Background: an optimization exercise with open tools, aiming at small area. Do not read the settings as production practice.
Only simulation tests tie the RTL to the original design; equivalence was not proved.
Power and IR drop assume default switching activity. The flow treats the clock pin as an ideal source, which a real chip does not have.

## P
==> flow/design.v (excerpt) <==
module tile_stats_accum #(
    parameter int PIX_WIDTH   = 8,
    parameter int IMG_WIDTH   = 640,
    parameter int IMG_HEIGHT  = 480,
    parameter int TILE_WIDTH  = 16,
    parameter int TILE_HEIGHT = 16,
    localparam int TX_W = $clog2(IMG_WIDTH / TILE_WIDTH),
    localparam int TY_W = $clog2(IMG_HEIGHT / TILE_HEIGHT)
) (
    input  logic                 iClk,
    input  logic                 iRst,
    input  logic                 iValid,
    input  logic                 iSof,
    input  logic [PIX_WIDTH-1:0] iData,
    output logic                 oValid,
    output logic [TX_W-1:0]      oTileX,
    output logic [TY_W-1:0]      oTileY,
    output logic [PIX_WIDTH-1:0] oMean,
    output logic [PIX_WIDTH-1:0] oMin,
    output logic [PIX_WIDTH-1:0] oMax,
    output logic                 oFrameDone
);
    localparam int TILES_X = IMG_WIDTH / TILE_WIDTH;
    localparam int TILES_Y = IMG_HEIGHT / TILE_HEIGHT;
    localparam int LXW     = $clog2(TILE_WIDTH);
    localparam int LYW     = $clog2(TILE_HEIGHT);
    localparam int AREA_W  = $clog2(TILE_WIDTH * TILE_HEIGHT);
    localparam int SUM_W   = PIX_WIDTH + AREA_W;
    localparam int ENT_W   = SUM_W + 2 * PIX_WIDTH;
    logic [LXW-1:0]  lx, eLx;
    logic [LYW-1:0]  ly, eLy;
    logic [TX_W-1:0] col, eCol;
    logic [TY_W-1:0] row, eRow;
    logic            sof, runEnd, lineEnd, tileRowEnd, frameEnd;
    logic            tileFirst, tileLast;
    assign sof  = iValid && iSof;
    assign eLx  = sof ? '0 : lx;
    assign eLy  = sof ? '0 : ly;
    assign eCol = sof ? '0 : col;
    assign eRow = sof ? '0 : row;
    assign runEnd     = &eLx;
    assign lineEnd    = runEnd && (eCol == TX_W'(TILES_X - 1));
    assign tileRowEnd = &eLy;
    assign frameEnd   = tileRowEnd && (eRow == TY_W'(TILES_Y - 1));
    assign tileFirst  = (eLx == '0) && (eLy == '0);
    assign tileLast   = runEnd && tileRowEnd;
    always_ff @(posedge iClk or negedge iRst) begin
        if (!iRst) begin
            lx  <= '0;
            ly  <= '0;
            col <= '0;
            row <= '0;
        end else if (iValid) begin
            lx <= eLx + LXW'(1);
            if (runEnd)
  ...
clock: 8.0 ns
lec_check: 0
cap_margin: 20
core_margin: 2
core_utilization: 65
place_density: 0.8
slew_margin: 20
standard.sh (not shown) runs the stock make flow with config.mk's settings and CLKGATE_MAP_FILE= SYNTH_SCRIPT=/design/flow/synth_recipe.tcl, a recipe that flattens the netlist after the stock synthesis.
==> flow/flow/run.sh <==
#!/bin/bash
# The standard layout with these changes to how it is built:
# - after the standard synthesis, its combinational logic is mapped again for
#   area (flow/area.abc); every register stays the instance the standard
#   synthesis made, with its name, cell type and connections;
# - the port buffers are made from the smallest buffer cell instead of the one
#   buffer_ports picks by itself (every port still gets a buffer);
# - clock tree synthesis adds no dummy loads to balance the tree.
# Each tool writes its full output to a log of its own in this folder.
set -euo pipefail
export BUFFER_PORTS_ARGS="-buffer_cell sky130_fd_sc_hd__buf_1"
export CTS_ARGS="-sink_clustering_enable -repair_clock_nets -sink_clustering_size 34 -sink_clustering_max_diameter 80 -buf_list sky130_fd_sc_hd__clkbuf_16 -dont_use_dummy_load"

res=orfs/results/$FLOW_PLATFORM/tile_stats_accum/base
plat=$FLOW_HOME/platforms/$FLOW_PLATFORM
lib=$plat/lib/sky130_fd_sc_hd__tt_025C_1v80.lib
yosys_bin=$FLOW_HOME/../tools/install/yosys/bin/yosys
[[ -x $yosys_bin ]] || yosys_bin=yosys

bash standard.sh synth > standard_synth.log 2>&1
cp $res/1_2_yosys.v standard_synth.v

# Cells the platform marks don't-use stay out of the new mapping.
dont_use=$(sed -n '/DONT_USE_CELLS += /,/^#/p' $plat/config.mk | grep -o 'sky130_fd_sc_hd__[a-z0-9_]*' | sed 's/^/-dont_use /' | tr '\n' ' ')
# Sequential cells stay black boxes, so no register is touched.
seq=$(grep -oE '^\s*sky130_fd_sc_hd__[a-z0-9_]+' standard_synth.v | sort -u | grep -E '__(df|edf|sdf|sedf|dl)' | tr '\n' ' ')
cat > resyn.ys <<EOF
read_liberty -ignore_miss_func $lib
read_verilog standard_synth.v
hierarchy -top $FLOW_TOP
blackbox $seq
flatten
hierarchy -top $FLOW_TOP
techmap
opt -fast
abc -liberty $lib $dont_use -script flow/area.abc
opt_clean
stat -liberty $lib
write_verilog -noattr -noexpr -nohex -nodec resyn.v
EOF
$yosys_bin -p "script resyn.ys" > resyn_yosys.log 2>&1

cp resyn.v $res/1_2_yosys.v
rm -f $res/1_synth.odb $res/1_synth.sdc
bash standard.sh > standard_flow.log 2>&1
==> flow/flow/area.abc <==
strash
dch -f
map -a
mfs2
strash
dch -f
map -a
topo
Input-level comparison between Q and P:
==> flow/flow/run.sh <==
#!/bin/bash
# The standard layout, with two changes to how it is built:
# - the port buffers are made from the smallest buffer cell instead of the one
#   buffer_ports picks by itself (every port still gets a buffer);
# - clock tree synthesis adds no dummy loads to balance the tree.
set -euo pipefail
export BUFFER_PORTS_ARGS="-buffer_cell sky130_fd_sc_hd__buf_1"
export CTS_ARGS="-sink_clustering_enable -repair_clock_nets -sink_clustering_size 30 -sink_clustering_max_diameter 100 -buf_list sky130_fd_sc_hd__clkbuf_16 -dont_use_dummy_load"
bash standard.sh > standard_flow.log 2>&1
--- a/flow/config.mk
+++ b/flow/config.mk
@@ -6,7 +6,9 @@
 export NUM_CORES = 4
 export LEC_CHECK = 0
-export CAP_MARGIN = 20
+export CAP_MARGIN = 0
 export CORE_MARGIN = 2
-export CORE_UTILIZATION = 65
-export PLACE_DENSITY = 0.8
-export SLEW_MARGIN = 20
+export CORE_UTILIZATION = 40
+export CTS_BUF_LIST = sky130_fd_sc_hd__clkbuf_16
+export CTS_CLUSTER_DIAMETER = 100
+export CTS_CLUSTER_SIZE = 30
+export SLEW_MARGIN = 0
removed: flow/flow/area.abc
Findings:
- In the tables for P and Q, HPWL reported at the end of detailed placement reads lower with Q.
- Worst-case clock skew ended up 5.1 ps higher on Q than on P.
- The floorplan die width in Q is 1.3 times that in P.
- Comparing P and Q, the higher global-route met1 utilization was measured on P.
- P ended up with met5 as its uppermost metal layer occupied by signal nets; Q ended up with met4.
- Going from P to Q, the critical path depth was found to have gone down by 6.
- Per the comparison of Q with P, proportion of cell area occupied by registers moved down; global routing met3 resource utilization lower; relative max-transition margin went down by 11 points.
- Master of the slowest instance on the critical path: sky130_fd_sc_hd__and2_4 -> Q, sky130_fd_sc_hd__nor2_1 -> P
Modified inputs, R compared to Q
==> flow/run.sh (new file) <==
#!/bin/bash
# synth_recipe.tcl (not shown) runs the flow's synth.tcl, then flattens the netlist and writes it again
# the make line also repeats each setting of config.mk as NAME=value (left out here)
make -C /OpenROAD-flow-scripts/flow DESIGN_CONFIG=/design/flow/config.mk WORK_HOME=/design/flow/orfs CLKGATE_MAP_FILE= SYNTH_SCRIPT=/design/flow/synth_recipe.tcl finish
--- a/flow/config.mk
+++ b/flow/config.mk
@@ -6,9 +6,6 @@
 export NUM_CORES = 4
 export LEC_CHECK = 0
-export CAP_MARGIN = 0
+export CAP_MARGIN = 20
 export CORE_MARGIN = 2
 export CORE_UTILIZATION = 40
-export CTS_BUF_LIST = sky130_fd_sc_hd__clkbuf_16
-export CTS_CLUSTER_DIAMETER = 100
-export CTS_CLUSTER_SIZE = 30
-export SLEW_MARGIN = 0
+export SLEW_MARGIN = 20
removed: flow/flow/run.sh
removed: flow/standard.sh
--- outcome ---
Sort Q and R by share of final-layout standard cells stronger than drive strength 1 desc -> top: R
For sequential power, Q and R come out practically identical.
R against Q: worst setup slack moved up; relative area of non-clock buffer cells in the final design climbed 0.63 points.
R and Q ended up with roughly the same number of sinks handled by clock tree synthesis.
Relative to R, the following input files were edited for S:
==> flow/flow/run.sh (new file) <==
#!/bin/bash
# The standard layout, with the port buffers made from the smallest buffer cell
# instead of the one buffer_ports picks by itself. Every port still gets a buffer.
set -euo pipefail
export BUFFER_PORTS_ARGS="-buffer_cell sky130_fd_sc_hd__buf_1"
bash standard.sh > standard_flow.log 2>&1
==> flow/standard.sh (new file) <==
#!/bin/bash
# synth_recipe.tcl (not shown) runs the flow's synth.tcl, then flattens the netlist and writes it again
# the make line also repeats each setting of config.mk as NAME=value (left out here)
make -C /OpenROAD-flow-scripts/flow DESIGN_CONFIG=/design/flow/config.mk WORK_HOME=/design/flow/orfs CLKGATE_MAP_FILE= SYNTH_SCRIPT=/design/flow/synth_recipe.tcl "${@:-finish}"
--- a/flow/config.mk
+++ b/flow/config.mk
@@ -8,4 +8,7 @@
 export CAP_MARGIN = 20
 export CORE_MARGIN = 2
-export CORE_UTILIZATION = 40
+export CORE_UTILIZATION = 65
+export CTS_BUF_LIST = sky130_fd_sc_hd__clkbuf_16
+export CTS_CLUSTER_DIAMETER = 120
+export CTS_CLUSTER_SIZE = 33
 export SLEW_MARGIN = 20
removed: flow/run.sh
==> run summary <==
In the tables for R and S, transition time of the tightest slew-check pin reads higher with R.
Taking R over S, the number of buffers created by CTS ratio works out to 2.9.
Going from R to S, the sequential share of layout area was found to have gone up by 6.2 points.
The setup slack of S falls short of that of R by 190 ps.
Input changes introduced in T (baseline for comparison: S):
==> flow/run.sh (new file) <==
#!/bin/bash
# synth_recipe.tcl (not shown) runs the flow's synth.tcl, then flattens the netlist and writes it again
# the make line also repeats each setting of config.mk as NAME=value (left out here)
make -C /OpenROAD-flow-scripts/flow DESIGN_CONFIG=/design/flow/config.mk WORK_HOME=/design/flow/orfs CLKGATE_MAP_FILE= SYNTH_SCRIPT=/design/flow/synth_recipe.tcl finish
--- a/flow/config.mk
+++ b/flow/config.mk
@@ -8,7 +8,7 @@
 export CAP_MARGIN = 20
 export CORE_MARGIN = 2
-export CORE_UTILIZATION = 65
-export CTS_BUF_LIST = sky130_fd_sc_hd__clkbuf_16
-export CTS_CLUSTER_DIAMETER = 120
-export CTS_CLUSTER_SIZE = 33
+export CORE_UTILIZATION = 40
+export CTS_BUF_LIST = sky130_fd_sc_hd__clkbuf_8
+export CTS_CLUSTER_DIAMETER = 60
+export CTS_CLUSTER_SIZE = 18
 export SLEW_MARGIN = 20
removed: flow/flow/run.sh
removed: flow/standard.sh
[summary]
Taking S as the reference, in T number of cells in the design after placement has increased; deepest level of the CTS H-tree has increased; share of layout cells above drive strength 1 has increased; part of the total power dissipated in the clock network has increased. On global-route wire length before repair, S beats T. Critical path depth in cells: higher on S. Compared with S, T shows top achievable clock speed higher by about 5%. Comparing T against S, there is no change at all in count of cells along the worst hold path. Going from S to T, detailed route wirelength on metal3 rose 35%, required arrival time at the worst endpoint picked up an extra 60 ps, number of flip-flops and latches in the synthesized netlist has remained practically unchanged.

Starting RTL as in the previous note.
export LEC_CHECK = 0
export CAP_MARGIN = 20
export CORE_MARGIN = 2
export CORE_UTILIZATION = 65
export PLACE_DENSITY = 0.8
export SLEW_MARGIN = 20
create_clock -name core_clock -period 8.0 [get_ports {iClk}]
==> flow/flow/run.sh <==
#!/bin/bash
# The standard layout with these changes to how it is built:
# - after the standard synthesis, its combinational logic is mapped again for
#   area (flow/area.abc); every register stays the instance the standard
#   synthesis made, with its name, cell type and connections;
# - the port buffers are made from the smallest buffer cell instead of the one
#   buffer_ports picks by itself (every port still gets a buffer);
# - clock tree synthesis adds no dummy loads to balance the tree.
# Each tool writes its full output to a log of its own in this folder.
set -euo pipefail
export BUFFER_PORTS_ARGS="-buffer_cell sky130_fd_sc_hd__buf_1"
export CTS_ARGS="-sink_clustering_enable -repair_clock_nets -sink_clustering_size 36 -sink_clustering_max_diameter 80 -buf_list sky130_fd_sc_hd__clkbuf_16 -dont_use_dummy_load"

res=orfs/results/$FLOW_PLATFORM/tile_stats_accum/base
plat=$FLOW_HOME/platforms/$FLOW_PLATFORM
lib=$plat/lib/sky130_fd_sc_hd__tt_025C_1v80.lib
yosys_bin=$FLOW_HOME/../tools/install/yosys/bin/yosys
[[ -x $yosys_bin ]] || yosys_bin=yosys

bash standard.sh synth > standard_synth.log 2>&1
cp $res/1_2_yosys.v standard_synth.v

# Cells the platform marks don't-use stay out of the new mapping.
dont_use=$(sed -n '/DONT_USE_CELLS += /,/^#/p' $plat/config.mk | grep -o 'sky130_fd_sc_hd__[a-z0-9_]*' | sed 's/^/-dont_use /' | tr '\n' ' ')
# Sequential cells stay black boxes, so no register is touched.
seq=$(grep -oE '^\s*sky130_fd_sc_hd__[a-z0-9_]+' standard_synth.v | sort -u | grep -E '__(df|edf|sdf|sedf|dl)' | tr '\n' ' ')
cat > resyn.ys <<EOF
read_liberty -ignore_miss_func $lib
read_verilog standard_synth.v
hierarchy -top $FLOW_TOP
blackbox $seq
flatten
hierarchy -top $FLOW_TOP
techmap
opt -fast
abc -liberty $lib $dont_use -script flow/area.abc
opt_clean
stat -liberty $lib
write_verilog -noattr -noexpr -nohex -nodec resyn.v
EOF
$yosys_bin -p "script resyn.ys" > resyn_yosys.log 2>&1

cp resyn.v $res/1_2_yosys.v
rm -f $res/1_synth.odb $res/1_synth.sdc
bash standard.sh > standard_flow.log 2>&1
==> flow/flow/area.abc <==
strash
dch -f
map -a
mfs2
strash
dch -f
map -a
topo
The starting point finished clean.
==> next run, changes <==
--- a/flow/flow/run.sh
+++ b/flow/flow/run.sh
@@ -10,5 +10,5 @@
 set -euo pipefail
 export BUFFER_PORTS_ARGS="-buffer_cell sky130_fd_sc_hd__buf_1"
-export CTS_ARGS="-sink_clustering_enable -repair_clock_nets -sink_clustering_size 36 -sink_clustering_max_diameter 80 -buf_list sky130_fd_sc_hd__clkbuf_16 -dont_use_dummy_load"
+export CTS_ARGS="-sink_clustering_enable -repair_clock_nets -sink_clustering_size 30 -sink_clustering_max_diameter 100 -buf_list sky130_fd_sc_hd__clkbuf_16 -dont_use_dummy_load"
 
 res=orfs/results/$FLOW_PLATFORM/tile_stats_accum/base
Settings changed: CORE_UTILIZATION 65 to 40, CTS_BUF_LIST set to sky130_fd_sc_hd__clkbuf_16, CTS_CLUSTER_DIAMETER set to 100, CTS_CLUSTER_SIZE set to 30, PLACE_DENSITY 0.8 to not set.
Result: Power goes up by 0.91%; fmax falls by 11%; combinational power stays flat; clock power grows by about 6%; clock skew is lower by 0.016 ns; non-clock buffer count rose by 1; core utilization shrinks by 26 points.
==> next run, changes <==
==> flow/flow/run.sh (replaced) <==
#!/bin/bash
# The standard layout, with two changes to how it is built:
# - the port buffers are made from the smallest buffer cell instead of the one
#   buffer_ports picks by itself (every port still gets a buffer);
# - clock tree synthesis adds no dummy loads to balance the tree.
set -euo pipefail
export BUFFER_PORTS_ARGS="-buffer_cell sky130_fd_sc_hd__buf_1"
export CTS_ARGS="-sink_clustering_enable -repair_clock_nets -sink_clustering_size 30 -sink_clustering_max_diameter 100 -buf_list sky130_fd_sc_hd__clkbuf_16 -dont_use_dummy_load"
bash standard.sh > standard_flow.log 2>&1
removed: flow/flow/area.abc
Result:
- The new run produced a clean layout
- synthesized cell count is higher by about 9%
- register-to-register slack gains 1.4 ns
- total power hardly moves
- final area is higher by 1.6%
- routed wire length increases by 2.0%
- setup slack improved by 0.91 ns
==> next run, changes <==
==> flow/flow/run.sh (replaced) <==
#!/bin/bash
# The standard layout, with the port buffers made from the smallest buffer cell
# instead of the one buffer_ports picks by itself. Every port still gets a buffer.
set -euo pipefail
export BUFFER_PORTS_ARGS="-buffer_cell sky130_fd_sc_hd__buf_1"
bash standard.sh > standard_flow.log 2>&1
Settings changed: CTS_BUF_LIST sky130_fd_sc_hd__clkbuf_16 to sky130_fd_sc_hd__clkbuf_8 sky130_fd_sc_hd__clkbuf_16, CTS_CLUSTER_SIZE 30 to 24.
Design area is higher by 1.1%.
Clock skew is lower by 0.028 ns.
Area after synthesis is unchanged.
Sequential power hardly moves.
Setup slack is better by 0.037 ns.
==> next run, changes <==
Settings changed: CORE_UTILIZATION 40 to 65, CTS_BUF_LIST sky130_fd_sc_hd__clkbuf_8 sky130_fd_sc_hd__clkbuf_16 to sky130_fd_sc_hd__clkbuf_16, CTS_CLUSTER_SIZE 24 to 30.
Outcome: First-iteration DRC count went down by 8.6%. Sequential share of layout area went up by 1.5 points. Final cell count went down by 12%. Global-route usage went up by 7.8 points. Count of clock-buffer cells in the layout went down by 10.

## separate check: timing with driven ports
How much do the figures lean on ideal ports? The routed layouts below were timed once more, with nothing changed but the port constraints.
Step 1, drivers: a clkbuf_16 drives iClk and a buf_2 each remaining input, both assumed.
Step 2 moves the port delays by t, midway between the first and last clock arrival at a register: inputs arrive t later, outputs are due t later. That takes back most of the time a late clock gives input paths.
a / b / c = ideal ports / drivers / drivers and shift; a / b = the first two.
| run | t, ns | setup WS [ns] | worst setup path at the end | worst register clock-pin slew, ns | pins driven straight from the clock port |
|---|---|---|---|---|---|
| P | 0.670 | 3.108 / 3.144 / 2.474 | input to register | 0.12 / 0.12 | 1 |
| Q | 0.676 | 3.429 / 3.444 / 2.768 | input to register | 0.12 / 0.12 | 1 |
| R | 0.766 | 3.500 / 3.529 / 2.764 | input to register | 0.06 / 0.06 | 1 |
| S | 0.682 | 3.312 / 3.351 / 2.668 | input to register | 0.12 / 0.12 | 1 |
| T | 0.783 | 3.537 / 3.563 / 2.780 | input to register | 0.12 / 0.12 | 1 |
| the first run of note 2 | 0.665 | 3.139 / 3.176 / 2.511 | input to register | 0.12 / 0.12 | 1 |
| the second run of note 2 | 0.681 | 2.523 / 2.559 / 1.878 | input to register | 0.12 / 0.12 | 1 |
| the third run of note 2 | 0.676 | 3.429 / 3.444 / 2.768 | input to register | 0.12 / 0.12 | 1 |
| the fourth run of note 2 | 0.714 | 3.466 / 3.483 / 2.769 | input to register | 0.10 / 0.10 | 1 |
| the fifth run of note 2 | 0.697 | 3.317 / 3.359 / 2.662 | input to register | 0.11 / 0.11 | 1 |
After both steps setup and hold are still met in every run listed. The setup slack of T, which loses most, moves by +0.026 ns with the drivers and by -0.757 ns with both steps.
